From an optimization exercise on the open Yosys and OpenROAD flow, aimed at small area; shortcuts taken in it are not production practice. Only simulation tests tie the RTL to the original design; equivalence was not proved. Power is estimated from default activity; no workload was simulated.

## flow/config.mk

```make
export PLATFORM = sky130hd
export DESIGN_NAME = regfile_sb
export DESIGN_NICKNAME = regfile_sb
export VERILOG_FILES = /design/flow/design.v
export SDC_FILE = /design/flow/constraint.sdc
export NUM_CORES = 4
export LEC_CHECK = 0
export CAP_MARGIN = 0
export CORE_MARGIN = 2
export CORE_UTILIZATION = 28
export PLACE_DENSITY = 0.32
export SLEW_MARGIN = 0
export SYNTH_HIERARCHICAL = 1
export SYNTH_MINIMUM_KEEP_SIZE = 0
```

## flow/constraint.sdc

```tcl
create_clock -name core_clock -period 7.0 [get_ports {clk}]
set_input_delay 1.4000 -clock core_clock [delete_from_list [all_inputs] [get_ports {clk}]]
set_output_delay 1.4000 -clock core_clock [all_outputs]
set_load 0.01 [all_outputs]
```

## flow/design.v

```verilog
module regfile_sb_aoi222 (
    input  logic a1, a2, b1, b2, c1, c2,
    output logic y
);
    assign y = ~((a1 & a2) | (b1 & b2) | (c1 & c2));
endmodule
module regfile_sb_inv (
    input  logic a,
    output logic y
);
    assign y = ~a;
endmodule
module regfile_sb_nand4 (
    input  logic a, b, c, d,
    output logic y
);
    assign y = ~(a & b & c & d);
endmodule
module regfile_sb_nand3 (
    input  logic a, b, c,
    output logic y
);
    assign y = ~(a & b & c);
endmodule
module regfile_sb_or3 (
    input  logic a, b, c,
    output logic y
);
    assign y = a | b | c;
endmodule
module regfile_sb_rdbit (
    input  logic [32:0] sel,
    input  logic [32:0] data,
    output logic        y
);
    logic [10:0] t;
    logic [2:0]  u;
    for (genvar j = 0; j < 11; j++) begin : g_t
        regfile_sb_aoi222 u_aoi (
            .a1(sel[3*j]),   .a2(data[3*j]),
            .b1(sel[3*j+1]), .b2(data[3*j+1]),
            .c1(sel[3*j+2]), .c2(data[3*j+2]),
            .y (t[j])
        );
    end
    regfile_sb_nand4 u_n0 (.a(t[0]), .b(t[1]), .c(t[2]),  .d(t[3]), .y(u[0]));
    regfile_sb_nand4 u_n1 (.a(t[4]), .b(t[5]), .c(t[6]),  .d(t[7]), .y(u[1]));
    regfile_sb_nand3 u_n2 (.a(t[8]), .b(t[9]), .c(t[10]),           .y(u[2]));
    regfile_sb_or3   u_o  (.a(u[0]), .b(u[1]), .c(u[2]),            .y(y));
endmodule
module regfile_sb #(
    parameter  int XLEN = 32,
    parameter  int NREG = 32,
    localparam int AW   = $clog2(NREG)
) (
    input  logic            clk,
    input  logic            resetn,
    input  logic [AW-1:0]   rs1,
    input  logic [AW-1:0]   rs2,
    output logic [XLEN-1:0] read_data1,
    output logic [XLEN-1:0] read_data2,
    output logic            busy1,
    output logic            busy2,
    input  logic            wr0_en,
    input  logic [AW-1:0]   wr0_addr,
    input  logic [XLEN-1:0] wr0_data,
    input  logic            wr1_en,
    input  logic [AW-1:0]   wr1_addr,
    input  logic [XLEN-1:0] wr1_data,
    input  logic            issue_en,
    input  logic [AW-1:0]   issue_rd,
    output logic            any_pending
);
    logic [NREG-1:1][XLEN-1:0] regs_n, val, nxt_n;
    logic [NREG-1:1]           hit0, hit1, sel1, sel0, hold, iss;
    logic [NREG-1:1]           valid, pend, pend_nxt;
    for (genvar i = 1; i < NREG; i++) begin : g_reg
        localparam logic [AW-1:0] IDX = AW'(i);
        assign hit0[i] = wr0_en && (wr0_addr == IDX);
        assign hit1[i] = wr1_en && (wr1_addr == IDX);
        assign iss[i]  = issue_en && (issue_rd == IDX);
        assign sel1[i] = hit1[i];
        assign sel0[i] = hit0[i] & ~hit1[i];
        assign hold[i] = ~(hit0[i] | hit1[i]);
        assign pend_nxt[i] = iss[i] | (pend[i] & hold[i]);
        for (genvar b = 0; b < XLEN; b++) begin : g_bit
            regfile_sb_inv u_inv (.a(regs_n[i][b]), .y(val[i][b]));
            regfile_sb_aoi222 u_wr (
                .a1(sel1[i]), .a2(wr1_data[b]),
                .b1(sel0[i]), .b2(wr0_data[b]),
                .c1(hold[i]), .c2(val[i][b]),
                .y (nxt_n[i][b])
            );
        end
        always_ff @(posedge clk)
            regs_n[i] <= nxt_n[i];
        always_ff @(posedge clk or negedge resetn) begin
            if (!resetn) begin
                valid[i] <= 1'b0;
                pend[i]  <= 1'b0;
            end else begin
                valid[i] <= valid[i] | ~hold[i];
                pend[i]  <= pend_nxt[i];
            end
        end
    end
    always_ff @(posedge clk or negedge resetn) begin
        if (!resetn) any_pending <= 1'b0;
        else         any_pending <= |pend_nxt;
    end
    logic [AW-1:0]   rs    [2];
    logic [XLEN-1:0] rdata [2];
    logic [1:0]      busy;
    assign rs[0] = rs1;
    assign rs[1] = rs2;
    for (genvar k = 0; k < 2; k++) begin : g_rd
        logic            b1, b0, nb;
        logic [NREG-1:1] dec;
        logic [32:0]     sel;
        assign b1 = wr1_en && (wr1_addr == rs[k]) && (rs[k] != '0);
        assign b0 = !b1 && wr0_en && (wr0_addr == rs[k]) && (rs[k] != '0);
        assign nb = !(b1 || b0);
        for (genvar i = 1; i < NREG; i++) begin : g_dec
            assign dec[i]   = (rs[k] == AW'(i));
            assign sel[i-1] = nb && dec[i] && valid[i];
        end
        assign sel[31] = b1;
        assign sel[32] = b0;
        for (genvar b = 0; b < XLEN; b++) begin : g_bit
            logic [32:0] data;
            for (genvar i = 1; i < NREG; i++) begin : g_d
                assign data[i-1] = val[i][b];
            end
            assign data[31] = wr1_data[b];
            assign data[32] = wr0_data[b];
            regfile_sb_rdbit u_rd (.sel(sel), .data(data), .y(rdata[k][b]));
        end
        assign busy[k] = nb && |(dec & pend);
    end
    assign read_data1 = rdata[0];
    assign read_data2 = rdata[1];
    assign busy1      = busy[0];
    assign busy2      = busy[1];
endmodule
```

## flow/flow/run.sh

```bash
#!/bin/bash
set -o pipefail
cp standard.sh standard_sh.txt
export BUFFER_PORTS_ARGS="-buffer_cell sky130_fd_sc_hd__buf_2"
export CTS_ARGS="-sink_clustering_enable -repair_clock_nets -dont_use_dummy_load -buf_list sky130_fd_sc_hd__clkbuf_8 -sink_clustering_size 20 -sink_clustering_max_diameter 50"
bash standard.sh > standard.log 2>&1
```

## flow/standard.sh

```bash
#!/bin/bash
# synth_recipe.tcl (not shown) runs the flow's synth.tcl, then flattens the netlist and writes it again
# the make line also repeats each setting of config.mk as NAME=value (left out here)
make -C /OpenROAD-flow-scripts/flow DESIGN_CONFIG=/design/flow/config.mk WORK_HOME=/design/flow/orfs CLKGATE_MAP_FILE= SYNTH_SCRIPT=/design/flow/synth_recipe.tcl "${@:-finish}"
```

==> results of run 1 <==
[layout make-up]
class / instances / area, sq um
antenna: 33 / 82.6
clock buffer: 158 / 2170
fill: 17400 / 111000
inverter: 995 / 3730
multi-input combinational: 2412 / 22300
sequential: 1055 / 21400
tap: 2204 / 2760
timing repair buffer: 479 / 3370
[cell usage after synthesis, drive strengths merged, types with 18 or more instances]
| cell type | instances |
|---|---|
| dfxtp | 992 |
| clkbuf | 25 |
| or3 | 67 |
| a21oi | 20 |
| nand2 | 51 |
| nand2b | 36 |
| a222oi | 1696 |
| nand3 | 68 |
| inv | 995 |
| xnor2 | 18 |
| a22oi | 21 |
| nand4 | 136 |
| buf | 24 |
| and3 | 57 |
| dfrtp | 63 |
| a22o | 23 |
| nor2 | 75 |
[state kept, by name, summed over array words and instances, names as in the netlist]
register     count
valid           31
regs_n         992
pend            31
any_pending      1
[Yosys stat by module, one instance, submodules excluded, excerpt]
module / copies in the design / cells inside / area, sq um
regfile_sb_nand3: 64 / 1 / 5.00
regfile_sb_nand4: 128 / 1 / 6.26
regfile_sb: 1 / 1567 / 24700
regfile_sb_or3: 64 / 1 / 6.26
regfile_sb_aoi222: 1696 / 1 / 10.0
regfile_sb_inv: 992 / 1 / 3.75
[metal layers]
layer / vias to the layer above / global-route usage / part of all wire
met5: - / 0 / 0.00023
met4: 12 / 0.207 / 0.059
met3: 729 / 0.0862 / 0.12
met2: 4162 / 0.554 / 0.42
met1: 27900 / 0.507 / 0.40
li1: 21300 / - / -
[final timing paths]
check                           from  slack [ps]  depth (start not counted)             to
setup / recovery              rs2[4]         130                         10  read_data2[9]
hold / removal             valid[23]         470                          1      valid[23]
setup reg to reg            pend[11]        5300                          4    any_pending
hold reg to reg            valid[23]         470                          1      valid[23]
max in group asynchronous     resetn        5630                          2      valid[30]
min in group asynchronous     resetn         690                          2       pend[31]
[where the power goes]
part           internal, W  switching (W)
sequential         0.00752       0.000403
combinational      0.00153        0.00273
clock              0.00198        0.00252
total               0.0110        0.00565
[cells by family (layout without fill, tap and decap cells)]
kind of cell           after synthesis  in the layout
other                                0             33
AO/OA/AOI/OAI                     1792           1792
buffers and inverters             1044           1632
XOR/XNOR                            20             20
AND/OR/NAND/NOR                    587            587
multiplexers                        13             13
flip-flops                        1055           1055
[per-stage QoR]
stage                     instance area, sq um  setup slack [ps]
final                                    55800               133
after global routing                     55800               101
after CTS                                55800               239
after detailed placement                 53600               242
after global placement                   53600               302
after floorplan                          46900              1030
==> results.tsv, run 1 <==
metric	value	unit
initial drt markers	16500	
Post-Route Skew	63.0	ps
CP Cell Sequence	buf_2, and3b_1, or4_1, nor3b_1, and2_1, and3_2, a222oi_1, nand4_1, or3_1, buf_2	
most frequent cells in the layout	1696 x a222oi_1, 993 x inv_1, 992 x dfxtp_1	
net count after synthesis	4605	
PD cells	299	mW/mm^2
post-DP HPWL	201	mm
area grow syn2layout	19.1	%
I/O pins	161	
core area	0.167	sq mm
setup violators final	0	
CTS Buf Count	158	
floorplan row count	150	
port buffer count	160	
initial antenna violation count	33	
status	no timing/DRC/antenna violations	
warnings from Yosys	10	
Initial Util	0.281	
crit path launch type	input pin	
Final Hold Viols	0	
Synth Flop Type	dfxtp_1	
Cells after Synth	4511	
VDD IR max	0.213	mV
Synth area leaders	dfxtp_1 42%, a222oi_1 36%, inv_1 8.0%, dfrtp_1 3.4%, nand4_1 1.8%	
die area	0.171	sq mm
CP Max Fanout	30	
CTS sink cnt	1055	
gr usage total	0.377	
fin crit share	0.981	
worst slew pin tran	1320	ps
Residual DRC	0	
post-synthesis cell type count	59	
GPL Wtd Cong	0.907	
maximum number of pins on one net before global-route repair	64	
setup bufs post-CTS	0	
Clock transition at path regs	50	ps
vias in the first global route	50700	
Vias	54200	
Routed WL	336	mm
H-tree depth	4	
WP data required	5600	ps
Hold/Removal Path Class	flip-flop to flip-flop	
die extent in y	413	microns
# Max-Cap Violations	0	
Tot Pwr	0.0167	W
first-pass GRT wire length	446	mm
final net count	5195	
Synth Area in Compound Gates	0.378	
Yosys top cell area share	0.423	
Syn Area/Cell	10.4	sq um
CP delay by family, top	simple AND/OR/NAND/NOR gates	
Clk Tree Root Cell	clkbuf_8	
asr flop ratio synth	0.0597	
total global routing overflow	0	
Hold Slack	473	ps
FF+latch count, synth	1055	
Fin Setup TNS	0	ps
CTS resizes	0	
slowest stage delay, CP	650	ps
sequential fraction of the synthesis area	0.457	
Slew HR	0.120	
Post-synth EDFFs	0	
Synth area leader	dfxtp_1	
minimum clock period	6870	ps
Crit path buffers/inverters	2	
Post-Synth Adder-Cell Area	0	
post-synthesis mux area share	0.00400	
largest family of logic cells by synthesized area	compound AO/OA/AOI/OAI gates	
Routed wire per std cell	45.8	microns
Synth Area in Simple Gates	0.0730	
xor and xnor fraction of the mapped netlist area	0.00374	
share of layout cells above drive strength 1	0.160	
maximum clock frequency	0.146	GHz
final core utilization	0.335	
crit end category	output port	
Worst Path Arrival	5470	ps
most numerous cell on the critical path	buf_2	
final cell count without fillers	7336	
DR pass1 iterations	15	
CTS hold repair buffers	0	
kind of critical path	input pin to output port	
synthesized cell area	0.0469	sq mm
leakage power	25.2	nW
Max Root-Sink Buffers	3	
Max Slew Vio Count	0	
Post-DRT Antenna Nets	0	
Die Width	413	microns
placed cell count	7145	
CTS tree	yes	
Clock Latency Late Sink	930	ps
setup repair after global routing missed its margin	no	
commonest non-fill, non-tap cell in the layout	a222oi_1	
via/cell ratio	7.38	
Worst path slowest cell	a222oi_1	
==> run 2: changes to the inputs <==
--- a/flow/config.mk
+++ b/flow/config.mk
@@ -7,7 +7,7 @@
 export LEC_CHECK = 0
-export CAP_MARGIN = 0
+export CAP_MARGIN = 5
 export CORE_MARGIN = 2
-export CORE_UTILIZATION = 28
-export PLACE_DENSITY = 0.32
-export SLEW_MARGIN = 0
+export CORE_UTILIZATION = 32
+export PLACE_DENSITY = 0.36
+export SLEW_MARGIN = 5
 export SYNTH_HIERARCHICAL = 1
==> run 2 against run 1 <==
Now fails the layout checks on negative setup slack. Utilization grew 4.6 points. Clock power shrank 4%. Register-to-register slack lost 180 ps. Sequential share of layout area grew 0.32 points. Routed wire length shrank 5.5%. Combinational power shrank 1%. Worst hold slack is essentially flat. Worst setup slack lost 160 ps. Die area shrank 12%. Sequential power is essentially flat. Synthesized cell count is the same. Non-clock buffer count shrank 14. Largest power group unchanged. Critical path type unchanged.
==> results.tsv, run 2 <==
metric	value	unit	change
asr flop ratio synth	0.0597		unchanged
first-pass GRT wire length	427	mm	was 446 mm
total global routing overflow	0		unchanged
Post-Synth Adder-Cell Area	0		unchanged
floorplan row count	140		was 150
status	finished with violations		was no timing/DRC/antenna violations
FF/Latch Area	0.0214	sq mm	unchanged
VDD IR max	0.133	mV	was 0.213 mV
CTS resizes	0		unchanged
flop-to-flop setup slack	5120	ps	was 5300 ps
crit path launch type	input pin		unchanged
Post-synth top cells	1696 x a222oi_1, 995 x inv_1, 992 x dfxtp_1		unchanged
Synth area leaders	dfxtp_1 42%, a222oi_1 36%, inv_1 8.0%, dfrtp_1 3.4%, nand4_1 1.8%		unchanged
kind of critical path	input pin to output port		unchanged
vias in the first global route	51100		was 50700
fin crit share	1.00		was 0.981
setup violators final	1		was 0
Die Width	387	microns	was 413 microns
post-synthesis mux area share	0.00400		unchanged
Setup crit end	read_data2[2]		was read_data2[9]
beginning of the critical path	rs2[1]		was rs2[4]
share of layout cells above drive strength 1	0.157		was 0.160
Syn Area/Cell	10.4	sq um	unchanged
net count after synthesis	4605		unchanged
CTS hold repair buffers	0		unchanged
crit end category	output port		unchanged
Reg2Reg Depth	4		unchanged
Initial Util	0.322		was 0.281
Final Hold Viols	0		unchanged
leakage power	25.1	nW	was 25.2 nW
CTS Buf Count	150		was 158
worst slew pin tran	1270	ps	was 1320 ps
WP data required	5600	ps	about the same
area grow syn2layout	18.1	%	was 19.1%
Regs by FF count	regs_n: 992 flops, pend: 31 flops, valid: 31 flops		unchanged
Post-synth EDFFs	0		unchanged
initial drt markers	16000		was 16500
post-DP HPWL	187	mm	was 201 mm
Synth area leader	dfxtp_1		unchanged
FF+latch count, synth	1055		unchanged
initial antenna violation count	26		was 33
flip-flop count of the largest register after layout	992		unchanged
post-route setup slack	-31.0	ps	was 133 ps
most common cell in the synthesized netlist	a222oi_1		unchanged
setup bufs post-CTS	0		unchanged
Post-DRT Antenna Nets	0		unchanged
Slew HR	0.155		was 0.120
GPL Wtd Cong	0.953		was 0.907
Clock Latency Late Sink	880	ps	was 930 ps
minimum clock period	7030	ps	was 6870 ps
CTS sink cnt	1055		unchanged
DR pass1 iterations	17		was 15
commonest non-fill, non-tap cell in the layout	a222oi_1		unchanged
most frequent cells in the layout	1696 x a222oi_1, 993 x inv_1, 992 x dfxtp_1		unchanged
Yosys top cell area share	0.423		unchanged
Synth Flop Type	dfxtp_1		unchanged
Fin Setup TNS	-31.0	ps	was 0 ps
Fail Reasons	negative setup slack		
Synth Area in Simple Gates	0.0730		unchanged
synthesized cell area	0.0469	sq mm	unchanged
Clk Tree Root Cell	clkbuf_8		unchanged
Synth Area in Compound Gates	0.378		unchanged
Max Slew Vio Count	0		unchanged
# Max-Cap Violations	0		unchanged
CTS tree	yes		unchanged
I/O pins	161		unchanged
die area	0.150	sq mm	was 0.171 sq mm
FF-to-FF End	any_pending		unchanged
setup repair after global routing missed its margin	no		unchanged
PD cells	297	mW/mm^2	was 299 mW/mm^2
Hold/Removal Path Class	flip-flop to flip-flop		unchanged
Cells after Synth	4511		unchanged
Residual DRC	0		unchanged
die extent in y	387	microns	was 413 microns
Clock transition at path regs	50	ps	about the same
area used by multi-input combinational logic	0.0223	sq mm	unchanged
Worst Path Arrival	5630	ps	was 5470 ps
largest family of logic cells by synthesized area	compound AO/OA/AOI/OAI gates		unchanged
Post-Route Skew	46.3	ps	was 63.0 ps
CP Max Fanout	14		was 30
post-synthesis cell type count	59		unchanged
via/cell ratio	7.67		was 7.38
maximum number of pins on one net before global-route repair	64		unchanged
Routed wire per std cell	45.1	microns	was 45.8 microns
Routed WL	317	mm	was 336 mm
core area	0.146	sq mm	was 0.167 sq mm
sequential fraction of the synthesis area	0.457		unchanged
Max Root-Sink Buffers	3		unchanged
FF-to-FF Start	pend[23]		was pend[11]
Vias	54000		was 54200
xor and xnor fraction of the mapped netlist area	0.00374		unchanged
final net count	5173		was 5195
Largest Register	regs_n		unchanged
maximum clock frequency	0.142	GHz	was 0.146 GHz
H-tree depth	4		unchanged
warnings from Yosys	10		unchanged
Place WS	189	ps	was 242 ps
fillers	14900		was 17400
port buffer count	160		unchanged
gr usage total	0.402		was 0.377
run 2: cell count changes in the layout (fill, tap and decap cells not counted), sizes merged:
cell | before | now
buf | 479 | 465
clkbuf | 158 | 150
diode | 33 | 39
run 2: how the worst min path moves through the flow:
stage,from,end,slack [ps],cells after the start
2_1_floorplan,valid[10],valid[10],440,1
3_3_place_gp,valid[17],valid[17],450,1
3_5_place_dp,valid[17],valid[17],460,1
4_1_cts,valid[29],valid[29],470,1
5_1_grt,valid[18],valid[18],480,1
6_report,valid[23],valid[23],470,1
run 2: cell families (layout without fill, tap and decap cells):
family                 Yosys count  count (layout)
AND/OR/NAND/NOR                587             587
buffers and inverters         1044            1610
XOR/XNOR                        20              20
AO/OA/AOI/OAI                 1792            1792
other                            0              39
multiplexers                    13              13
flip-flops                    1055            1055
run 2: metrics by stage:
step | utilization | area, sq um | instances | total power [W] | hold slack (ps)
6_report | 0.380 | 55400 | 7033 | 0.0165 | 473
5_1_grt | 0.380 | 55400 | 7031 | 0.0172 | 483
4_1_cts | 0.380 | 55300 | 6994 | 0.0164 | 472
3_5_place_dp | 0.366 | 53200 | 6844 | 0.0121 | 457
3_3_place_gp | 0.366 | 53200 | 6844 | 0.0121 | 454
2_1_floorplan | - | 46900 | 4511 | 0.0105 | 440
run 2: worst max-delay path, cell delays in order:
cell and delay, ps:
buf_2 270, nor2_1 100, and3b_1 180, or4_1 540, nor3b_1 270, and2_1 220, and3_2 410, buf_4 300
a222oi_1 660, nand4_1 400, or3_1 630, buf_2 220
run 2: area by class of cell:
| cell class | count | area share |
|---|---|---|
| clock buffers | 150 | 0.0373 |
| well taps | 1917 | 0.0433 |
| multi-input cells | 2412 | 0.402 |
| flip-flops and latches | 1055 | 0.387 |
| repair buffers | 465 | 0.0608 |
| diodes | 39 | 0.00176 |
| inverters | 995 | 0.0674 |
run 2: report_power, final:
group | switching (W) | leakage, nW | total (W) | internal [W]
Sequential | 0.000404 | 9.03 | 0.00792 | 0.00752
Clock | 0.00245 | 1.08 | 0.00433 | 0.00189
Combinational | 0.00269 | 15.0 | 0.00420 | 0.00152
run 2: modules after synthesis (local to each module, per instance), a selection:
module	flip-flops and latches	cells inside	copies in the design
regfile_sb	1055	1567	1
regfile_sb_aoi222	0	1	1696
regfile_sb_nand4	0	1	128
regfile_sb_or3	0	1	64
regfile_sb_nand3	0	1	64
regfile_sb_inv	0	1	992
run 2: routing by layer:
layer  vias to the layer above  part of all wire  global-route usage
li1                      21300                 -                   -
met1                     27200              0.38               0.513
met2                      4534              0.43               0.597
met3                       929              0.13               0.104
met4                        10             0.070               0.267
met5                         -           0.00033             0.00319

## re-timing with driven ports
No port has a modelled driver above. Below, the same layouts with a new extraction and two added sets of constraints.
Step 1 (the two cells are an assumption about what drives the block):
set clk [get_ports {clk}]
set_driving_cell -lib_cell sky130_fd_sc_hd__clkbuf_16 $clk
set_driving_cell -lib_cell sky130_fd_sc_hd__buf_2 [delete_from_list [all_inputs] $clk]
Step 2 also shifts input and output timing later by t, the mid clock arrival at the registers, as if the neighbouring blocks saw the same clock.
Three values: ideal ports, drivers, drivers and shift; two values: the first two.
| run | t, ns | setup WS [ns] | worst slew at a driven data input, ns |
|---|---|---|---|
| run 1 | 1.008 | 0.133 / 0.111 / 0.111 | 0.07 |
| run 2 | 0.939 | -0.031 / -0.061 / -0.061 | 0.10 |
The setup slack of run 2, which loses most, moves by -0.030 ns with the drivers and by -0.030 ns with both steps.
